What follows belongs to an exercise in optimizing a design on an open flow for small area and a short achievable clock period; a production flow would make more cautious choices. The RTL was checked by simulation tests, not by an equivalence proof against the original design. Power is estimated from default activity; no workload was simulated.

Setup of v11:
Design udp_bridge_top, start of the top module:
module udp_bridge_top
(
  input  logic                   i_clk_axi,
  input  logic                   i_rst_axi,
  input  logic                   i_csr_wr,
  input  logic                   i_csr_rd,
  input  logic [3-1:0] i_csr_addr,
  input  logic [32-1:0] i_csr_wdata,
  output logic [32-1:0] o_csr_rdata,
  input  logic                   i_out_wr,
  input  logic [8-1:0] i_out_data,
  output logic                   o_out_full,
  input  logic                   i_in_rd,
  output logic [8-1:0] o_in_data,
  output logic                   o_in_last,
  output logic                   o_in_empty,
  output logic                   o_tx_valid,
  output logic [8-1:0] o_tx_data,
  output logic                   o_tx_last,
  input  logic                   i_tx_credit,
  input  logic                   i_rx_valid,
  input  logic [8-1:0] i_rx_data,
  input  logic                   i_rx_last,
  output logic                   o_rx_credit,
  output logic                   o_pkt_sent,
  output logic                   o_pkt_recv
);
==> flow/config.mk <==
export PLATFORM = sky130hd
export DESIGN_NAME = udp_bridge_top
export DESIGN_NICKNAME = udp_bridge_top
export VERILOG_FILES = /design/flow/design.v
export SDC_FILE = /design/flow/constraint.sdc
export NUM_CORES = 4
export LEC_CHECK = 0
export CAP_MARGIN = 10
export CORE_MARGIN = 2
export CORE_UTILIZATION = 60
export SETUP_SLACK_MARGIN = 3.6
export SLEW_MARGIN = 10
==> flow/constraint.sdc <==
create_clock -name core_clock -period 6.0 [get_ports {i_clk_axi}]
set_input_delay 1.2000 -clock core_clock [delete_from_list [all_inputs] [get_ports {i_clk_axi}]]
set_output_delay 1.2000 -clock core_clock [all_outputs]
set_load 0.01 [all_outputs]
standard.sh (not shown) runs the stock make flow with config.mk's settings and CLKGATE_MAP_FILE= SYNTH_SCRIPT=/design/flow/synth_recipe.tcl, a recipe that flattens the netlist after the stock synthesis.
==> flow/flow/run.sh <==
#!/bin/bash
# Own flow: the standard layout (standard.sh) with two changes: the port buffers start
# as buf_2 instead of the resizer's default pick, and clock tree synthesis adds no dummy
# loads. The whole make output goes to standard.log; ORFS keeps each step's log under orfs/logs.
set -uo pipefail
bash standard.sh \
  "BUFFER_PORTS_ARGS=-buffer_cell sky130_fd_sc_hd__buf_2" \
  "CTS_ARGS=-sink_clustering_enable -repair_clock_nets -sink_clustering_size 24 -sink_clustering_max_diameter 60 -dont_use_dummy_load" \
  finish > standard.log 2>&1
Modified inputs, v10 compared to v11
Settings: CAP_MARGIN changed from 10 to 20; TNS_END_PERCENT newly set to 50; SLEW_MARGIN changed from 10 to 20; CTS_CLUSTER_SIZE newly set to 24; CTS_CLUSTER_DIAMETER newly set to 60; SETUP_SLACK_MARGIN changed from 3.6 to 3.9.
==> flow/run.sh (new file) <==
#!/bin/bash
# synth_recipe.tcl (not shown) runs the flow's synth.tcl, then flattens the netlist and writes it again
# the make line also repeats each setting of config.mk as NAME=value (left out here)
make -C /OpenROAD-flow-scripts/flow DESIGN_CONFIG=/design/flow/config.mk WORK_HOME=/design/flow/orfs CLKGATE_MAP_FILE= SYNTH_SCRIPT=/design/flow/synth_recipe.tcl finish
removed: flow/flow/run.sh
removed: flow/standard.sh
## What came out
Per the final summary, v10 finished and its layout is clean on timing, DRC and antenna. v11 finished all stages; the layout is clean. Relative to v11, the switching power share of the total of v10 is higher by 1.7 points. Via count of the first global-routing pass ended up about 7% higher on v10 than on v11. Comparing v10 and v11, the higher number of buffers added by the clock tree synthesis step was measured on v11. For the worst path required time, v10 came in 1640 ps higher than v11 did. First-iteration DRC count: v10 higher than v11.
Here is what was changed in the inputs of v26 compared with v10.
Settings: CTS_CLUSTER_DIAMETER removed (was 60); SETUP_SLACK_MARGIN changed from 3.9 to 3.6; CTS_CLUSTER_SIZE removed (was 24); TNS_END_PERCENT removed (was 50).
==> flow/flow/run.sh (new file) <==
#!/bin/bash
# Own flow: the standard layout (standard.sh) with two changes: the port buffers start
# as buf_1 instead of the resizer's default pick, and clock tree synthesis adds no dummy
# loads. The whole make output goes to standard.log; ORFS keeps each step's log under orfs/logs.
set -uo pipefail
bash standard.sh \
  "BUFFER_PORTS_ARGS=-buffer_cell sky130_fd_sc_hd__buf_1" \
  "CTS_ARGS=-sink_clustering_enable -repair_clock_nets -sink_clustering_size 24 -sink_clustering_max_diameter 60 -dont_use_dummy_load" \
  finish > standard.log 2>&1
==> flow/standard.sh (new file) <==
#!/bin/bash
# synth_recipe.tcl (not shown) runs the flow's synth.tcl, then flattens the netlist and writes it again
# the make line also repeats each setting of config.mk as NAME=value (left out here)
make -C /OpenROAD-flow-scripts/flow DESIGN_CONFIG=/design/flow/config.mk WORK_HOME=/design/flow/orfs CLKGATE_MAP_FILE= SYNTH_SCRIPT=/design/flow/synth_recipe.tcl "${@:-finish}"
removed: flow/run.sh
### Flow results
- Compared with v10, v26 shows a lower design area.
- On multi-input combinational cell count, v26 and v10 are basically level.
- In v26 the global-route usage turned out 3.3 points lower than in v10.
- v10 has a higher routed length per placed instance than v26.
- v10 → v26: peak clock frequency supported by timing went down by about 4%; switching share of total power decreased by 1.7 points relative to the old numbers; register-to-register slack went down by 60 ps; flip-flop and latch count saw little to no change; delay of the slowest cell on the worst path now sits lower.
- Where total chip power is concerned, v10 is outperformed by v26.
What v59 does differently from v26 at the input level:
Settings: setting TNS_END_PERCENT to 50 for the first time; changing SETUP_SLACK_MARGIN from 3.6 to 3.75.
==> flow/flow/run.sh <==
#!/bin/bash
# Own flow: the standard layout (standard.sh) with two changes: the port buffers start
# as buf_2 instead of the resizer's default pick, and clock tree synthesis adds no dummy
# loads. The whole make output goes to standard.log; ORFS keeps each step's log under orfs/logs.
set -uo pipefail
bash standard.sh \
  "BUFFER_PORTS_ARGS=-buffer_cell sky130_fd_sc_hd__buf_2" \
  "CTS_ARGS=-sink_clustering_enable -repair_clock_nets -sink_clustering_size 24 -sink_clustering_max_diameter 60 -dont_use_dummy_load -buf_list {sky130_fd_sc_hd__clkbuf_8 sky130_fd_sc_hd__clkbuf_16}" \
  finish > standard.log 2>&1
v59 reached the final stage; the timing, design-rule and antenna checks on its layout passed.
Diff v26 -> v59: count of vias placed by the detailed router up about 0.7%, final worst slack up 44 ps, combinational cell power up 11%.
The area growth from synthesis to layout reported for v59 is greater than that of v26 by 2.9 points.

* * *

The RTL this note starts from:
==> flow/design.v <==
package udp_pkg;
  typedef struct packed {
    logic [15:0] src_port;
    logic [15:0] dst_port;
    logic [15:0] length;
  } udp_hdr_t;
  typedef struct packed {
    logic [8-1:0] data;
    logic                   last;
  } rx_beat_t;
  typedef enum logic [3-1:0] {
    CTRL       = 3'd0,
    SEND_PORTS = 3'd1,
    SEND_LEN   = 3'd2,
    RECV_PORTS = 3'd3,
    RECV_LEN   = 3'd4,
    STATUS     = 3'd5
  } csr_addr_e;
endpackage
`timescale 1ns/1ns
module udp_bridge_top
(
  input  logic                   i_clk_axi,
  input  logic                   i_rst_axi,
  input  logic                   i_csr_wr,
  input  logic                   i_csr_rd,
  input  logic [3-1:0] i_csr_addr,
  input  logic [32-1:0] i_csr_wdata,
  output logic [32-1:0] o_csr_rdata,
  input  logic                   i_out_wr,
  input  logic [8-1:0] i_out_data,
  output logic                   o_out_full,
  input  logic                   i_in_rd,
  output logic [8-1:0] o_in_data,
  output logic                   o_in_last,
  output logic                   o_in_empty,
  output logic                   o_tx_valid,
  output logic [8-1:0] o_tx_data,
  output logic                   o_tx_last,
  input  logic                   i_tx_credit,
  input  logic                   i_rx_valid,
  input  logic [8-1:0] i_rx_data,
  input  logic                   i_rx_last,
  output logic                   o_rx_credit,
  output logic                   o_pkt_sent,
  output logic                   o_pkt_recv
);
  logic [15:0] send_src, send_dst, send_len;
  logic [47:0] recv_q;
  logic        irq_sent, irq_recv;
  logic [31:0] rdata_q;
  logic        wr_ctrl, send_req, clear_irq, tx_done, recv_valid;
  logic [31:0] rd_mux;
  logic [4:0]  ocnt, icnt;
  assign wr_ctrl   = i_csr_wr && (i_csr_addr == 3'd0);
  assign send_req  = wr_ctrl && i_csr_wdata[0];
  assign clear_irq = wr_ctrl && i_csr_wdata[1];
  always_ff @(posedge i_clk_axi) begin
    if (i_rst_axi) begin
      send_src <= '0;
      send_dst <= '0;
      send_len <= '0;
    end else if (i_csr_wr) begin
      if (i_csr_addr == 3'd1) begin
        send_src <= i_csr_wdata[15:0];
        send_dst <= i_csr_wdata[31:16];
      end
      if (i_csr_addr == 3'd2) send_len <= i_csr_wdata[15:0];
    end
  end
  always_ff @(posedge i_clk_axi) begin
    if (i_rst_axi) begin
      irq_sent <= 1'b0;
      irq_recv <= 1'b0;
    end else begin
      if (clear_irq) begin
        irq_sent <= 1'b0;
        irq_recv <= 1'b0;
      end
      if (tx_done) irq_sent <= 1'b1;
      if (recv_valid) irq_recv <= 1'b1;
    end
  end
  always_comb begin
    case (i_csr_addr)
      3'd1:    rd_mux = {send_dst, send_src};
      3'd2:    rd_mux = {16'h0000, send_len};
      3'd3:    rd_mux = {recv_q[31:16], recv_q[47:32]};
      3'd4:    rd_mux = {16'h0000, recv_q[15:0]};
      3'd5:    rd_mux = {11'h000, ocnt, 3'b000, icnt, 6'b0, irq_sent, irq_recv};
      default: rd_mux = '0;
    endcase
  end
  always_ff @(posedge i_clk_axi) begin
    if (i_rst_axi) rdata_q <= '0;
    else if (i_csr_rd) rdata_q <= rd_mux;
  end
  localparam logic [1:0] S_IDLE = 2'd0, S_PEND = 2'd1, S_HDR = 2'd2, S_PAY = 2'd3;
  logic [1:0]  st;
  logic [2:0]  idx;
  logic [7:0]  h_srclo;
  logic [15:0] h_dst, h_len;
  logic [2:0]  cred;
  logic        tx_valid_q, tx_last_q, hd_valid;
  logic [7:0]  tx_data_q;
  logic [7:0]  omem [16];
  logic [3:0]  owr, ord;
  logic        beat, in_hdr, in_pay, pay_pop, ring_ne, need_head, bypass;
  logic        hd_valid_n, cred_nz_n;
  logic [1:0]  st_n;
  logic [15:0] len8;
  logic [7:0]  hbyte;
  assign beat    = tx_valid_q;
  assign in_hdr  = (st == S_HDR);
  assign in_pay  = (st == S_PAY);
  assign pay_pop = beat && in_pay;
  assign tx_done = beat && tx_last_q;
  assign ring_ne = (ocnt != {4'b0, hd_valid});
  assign need_head = (in_pay && (!hd_valid || beat)) || (in_hdr && beat && (idx == 3'd7));
  assign bypass  = need_head && !ring_ne && i_out_wr;
  assign hd_valid_n = need_head ? (ring_ne || i_out_wr) : hd_valid;
  assign cred_nz_n = i_tx_credit || (cred > 3'd1) || ((cred == 3'd1) && !beat);
  assign len8    = h_len + 16'd8;
  always_comb begin
    case (idx)
      3'd0:    hbyte = h_srclo;
      3'd1:    hbyte = h_dst[15:8];
      3'd2:    hbyte = h_dst[7:0];
      3'd3:    hbyte = len8[15:8];
      3'd4:    hbyte = len8[7:0];
      default: hbyte = 8'h00;
    endcase
  end
  always_comb begin
    st_n = st;
    case (st)
      S_IDLE: if (send_req) st_n = S_PEND;
      S_PEND: st_n = S_HDR;
      S_HDR:  if (beat && idx == 3'd7) st_n = tx_last_q ? S_IDLE : S_PAY;
      S_PAY:  if (beat && tx_last_q) st_n = S_IDLE;
      default: st_n = S_IDLE;
    endcase
  end
  always_ff @(posedge i_clk_axi) begin
    if (i_rst_axi) begin
      st         <= S_IDLE;
      idx        <= '0;
      cred       <= 3'(4);
      tx_valid_q <= 1'b0;
      hd_valid   <= 1'b0;
      ocnt       <= '0;
      owr        <= '0;
      ord        <= '0;
    end else begin
      st         <= st_n;
      cred       <= cred - 3'(beat) + 3'(i_tx_credit);
      tx_valid_q <= ((st_n == S_HDR) || ((st_n == S_PAY) && hd_valid_n)) && cred_nz_n;
      hd_valid   <= hd_valid_n;
      ocnt       <= ocnt + 5'(i_out_wr) - 5'(pay_pop);
      if (st == S_PEND) idx <= '0;
      else if (in_hdr && beat) idx <= idx + 3'd1;
      if (i_out_wr && !bypass) owr <= owr + 4'd1;
      if (need_head && ring_ne) ord <= ord + 4'd1;
    end
  end
  always_ff @(posedge i_clk_axi) begin
    if (i_out_wr && !bypass) omem[owr] <= i_out_data;
  end
  always_ff @(posedge i_clk_axi) begin
    if (st == S_PEND) begin
      h_srclo <= send_src[7:0];
      h_dst   <= send_dst;
      h_len   <= send_len;
    end else if (pay_pop) begin
      h_len   <= h_len - 16'd1;
    end
  end
  always_ff @(posedge i_clk_axi) begin
    if (st == S_PEND) begin
      tx_data_q <= send_src[15:8];
      tx_last_q <= 1'b0;
    end else if (in_hdr && beat && idx != 3'd7) begin
      tx_data_q <= hbyte;
      tx_last_q <= (idx == 3'd6) && (h_len == 16'd0);
    end else if (need_head) begin
      tx_data_q <= ring_ne ? omem[ord] : i_out_data;
      tx_last_q <= pay_pop ? (h_len == 16'd2) : (h_len == 16'd1);
    end
  end
  logic [2:0]  hcnt;
  logic        pay_ph;
  logic [47:0] hsh;
  logic [3:0]  owed;
  logic        rxc_q;
  logic [8:0]  imem [15];
  logic [3:0]  iwr, ird;
  logic [8:0]  ihead;
  logic        iempty;
  logic        hdr_take, ipush, ipop, head_w, ring_w, ring_r, icnt1;
  logic [4:0]  csum;
  assign hdr_take   = i_rx_valid && !pay_ph;
  assign ipush      = i_rx_valid && pay_ph;
  assign recv_valid = ipush && i_rx_last;
  assign ipop       = i_in_rd;
  assign icnt1      = (icnt == 5'd1);
  assign head_w     = ipush && (iempty || (ipop && icnt1));
  assign ring_w     = ipush && !head_w;
  assign ring_r     = ipop && !icnt1;
  always_ff @(posedge i_clk_axi) begin
    if (i_rst_axi) begin
      hcnt   <= '0;
      pay_ph <= 1'b0;
      recv_q <= '0;
    end else begin
      if (hdr_take) begin
        hcnt <= hcnt + 3'd1;
        if (hcnt == 3'd7) pay_ph <= 1'b1;
      end else if (recv_valid) begin
        pay_ph <= 1'b0;
      end
      if (recv_valid) recv_q <= hsh;
    end
  end
  always_ff @(posedge i_clk_axi) begin
    if (hdr_take && (hcnt < 3'd6)) hsh <= {hsh[39:0], i_rx_data};
  end
  always_ff @(posedge i_clk_axi) begin
    if (i_rst_axi) begin
      icnt   <= '0;
      iempty <= 1'b1;
      iwr    <= '0;
      ird    <= '0;
    end else begin
      icnt   <= icnt + 5'(ipush) - 5'(ipop);
      iempty <= (iempty && !ipush) || (icnt1 && ipop && !ipush);
      if (ring_w) iwr <= (iwr == 4'd14) ? 4'd0 : iwr + 4'd1;
      if (ring_r) ird <= (ird == 4'd14) ? 4'd0 : ird + 4'd1;
    end
  end
  always_ff @(posedge i_clk_axi) begin
    if (ring_w) imem[iwr] <= {i_rx_data, i_rx_last};
  end
  always_ff @(posedge i_clk_axi) begin
    if (ring_r) ihead <= imem[ird];
    else if (head_w) ihead <= {i_rx_data, i_rx_last};
  end
  assign csum = 5'(owed) + 5'(hdr_take) + 5'(ipop);
  always_ff @(posedge i_clk_axi) begin
    if (i_rst_axi) begin
      rxc_q <= 1'b0;
      owed  <= '0;
    end else begin
      rxc_q <= (csum != 5'd0);
      owed  <= (csum != 5'd0) ? 4'(csum - 5'd1) : 4'd0;
    end
  end
  assign o_csr_rdata = rdata_q;
  assign o_out_full  = ocnt[4];
  assign o_in_data   = ihead[8:1];
  assign o_in_last   = ihead[0];
  assign o_in_empty  = iempty;
  assign o_tx_valid  = tx_valid_q;
  assign o_tx_data   = tx_data_q;
  assign o_tx_last   = tx_last_q;
  assign o_rx_credit = rxc_q;
  assign o_pkt_sent  = irq_sent;
  assign o_pkt_recv  = irq_recv;
endmodule
clock: 6.0 ns
lec_check: 0
cap_margin: 20
core_margin: 2
core_utilization: 40
setup_slack_margin: 3.6
slew_margin: 20
run.sh (not shown) runs the stock make flow with config.mk's settings and CLKGATE_MAP_FILE= SYNTH_SCRIPT=/design/flow/synth_recipe.tcl, a recipe that flattens the netlist after the stock synthesis.
Stock flow here: none of the scripts above is used.
Rerun with:
SETUP_SLACK_MARGIN = not set   (was 3.6)
After rerunning: Final area fell by about 4%. Worst hold slack improved by 17 ps. Flip-flop and latch count stays the same. Wire length goes down by 1.6%. Area after synthesis stays the same. Maximum frequency drops by 28%. Power is lower by about 1.9%. Global-route usage shrinks by 0.44 points. First-iteration DRC count goes down by 0.82%. Combinational power came out lower by about 8%.
Rerun with:
SETUP_SLACK_MARGIN = 3.9   (was not set)
Clock skew came out lower by 9.4 ps.
Area after synthesis stays the same.
Wire length went up by 8.4%.
Utilization went up by 5.2 points.
Clock power came out higher by about 8%.

port drivers added, routing unchanged:
The results above use ideal ports. As a check the final layouts listed here were re-extracted and re-timed, cells and wires unchanged. Step 1, drivers: a clkbuf_16 drives i_clk_axi and a buf_2 each remaining input, both assumed. Step 2 also shifts input and output timing later by t, the mid clock arrival at the registers, as if the neighbouring blocks saw the same clock. Slacks: ideal / step 1 / step 2; pairs: ideal / step 1.
| run | t, ns | setup WS [ns] | worst hold slack (ns) | latest minus earliest clock arrival (ns) | slew at the worst register clock pin (ns) |
|---|---|---|---|---|---|
| v11 | 0.591 | 3.668 / 3.615 / 3.108 | 0.420 / 0.420 / 0.420 | 0.046 / 0.045 | 0.09 / 0.09 |
| v10 | 0.609 | 3.741 / 3.695 / 3.196 | 0.421 / 0.421 / 0.421 | 0.022 / 0.021 | 0.09 / 0.09 |
| v26 | 0.587 | 3.643 / 3.590 / 3.080 | 0.419 / 0.419 / 0.419 | 0.063 / 0.064 | 0.09 / 0.09 |
| v59 | 0.603 | 3.687 / 3.630 / 3.120 | 0.420 / 0.420 / 0.420 | 0.060 / 0.061 | 0.09 / 0.09 |
| the first run of note 2 | 0.681 | 3.564 / 3.554 / 2.873 | 0.425 / 0.425 / 0.425 | 0.035 / 0.034 | 0.07 / 0.07 |
| the second run of note 2 | 0.661 | 2.606 / 2.633 / 1.973 | 0.442 / 0.442 / 0.442 | 0.041 / 0.041 | 0.06 / 0.06 |
| the third run of note 2 | 0.671 | 3.612 / 3.579 / 2.923 | 0.442 / 0.442 / 0.442 | 0.036 / 0.036 | 0.07 / 0.07 |
After both steps setup and hold are still met in every run listed. The setup slack of the first run of note 2, which loses most, moves by -0.010 ns with the drivers and by -0.691 ns with both steps.
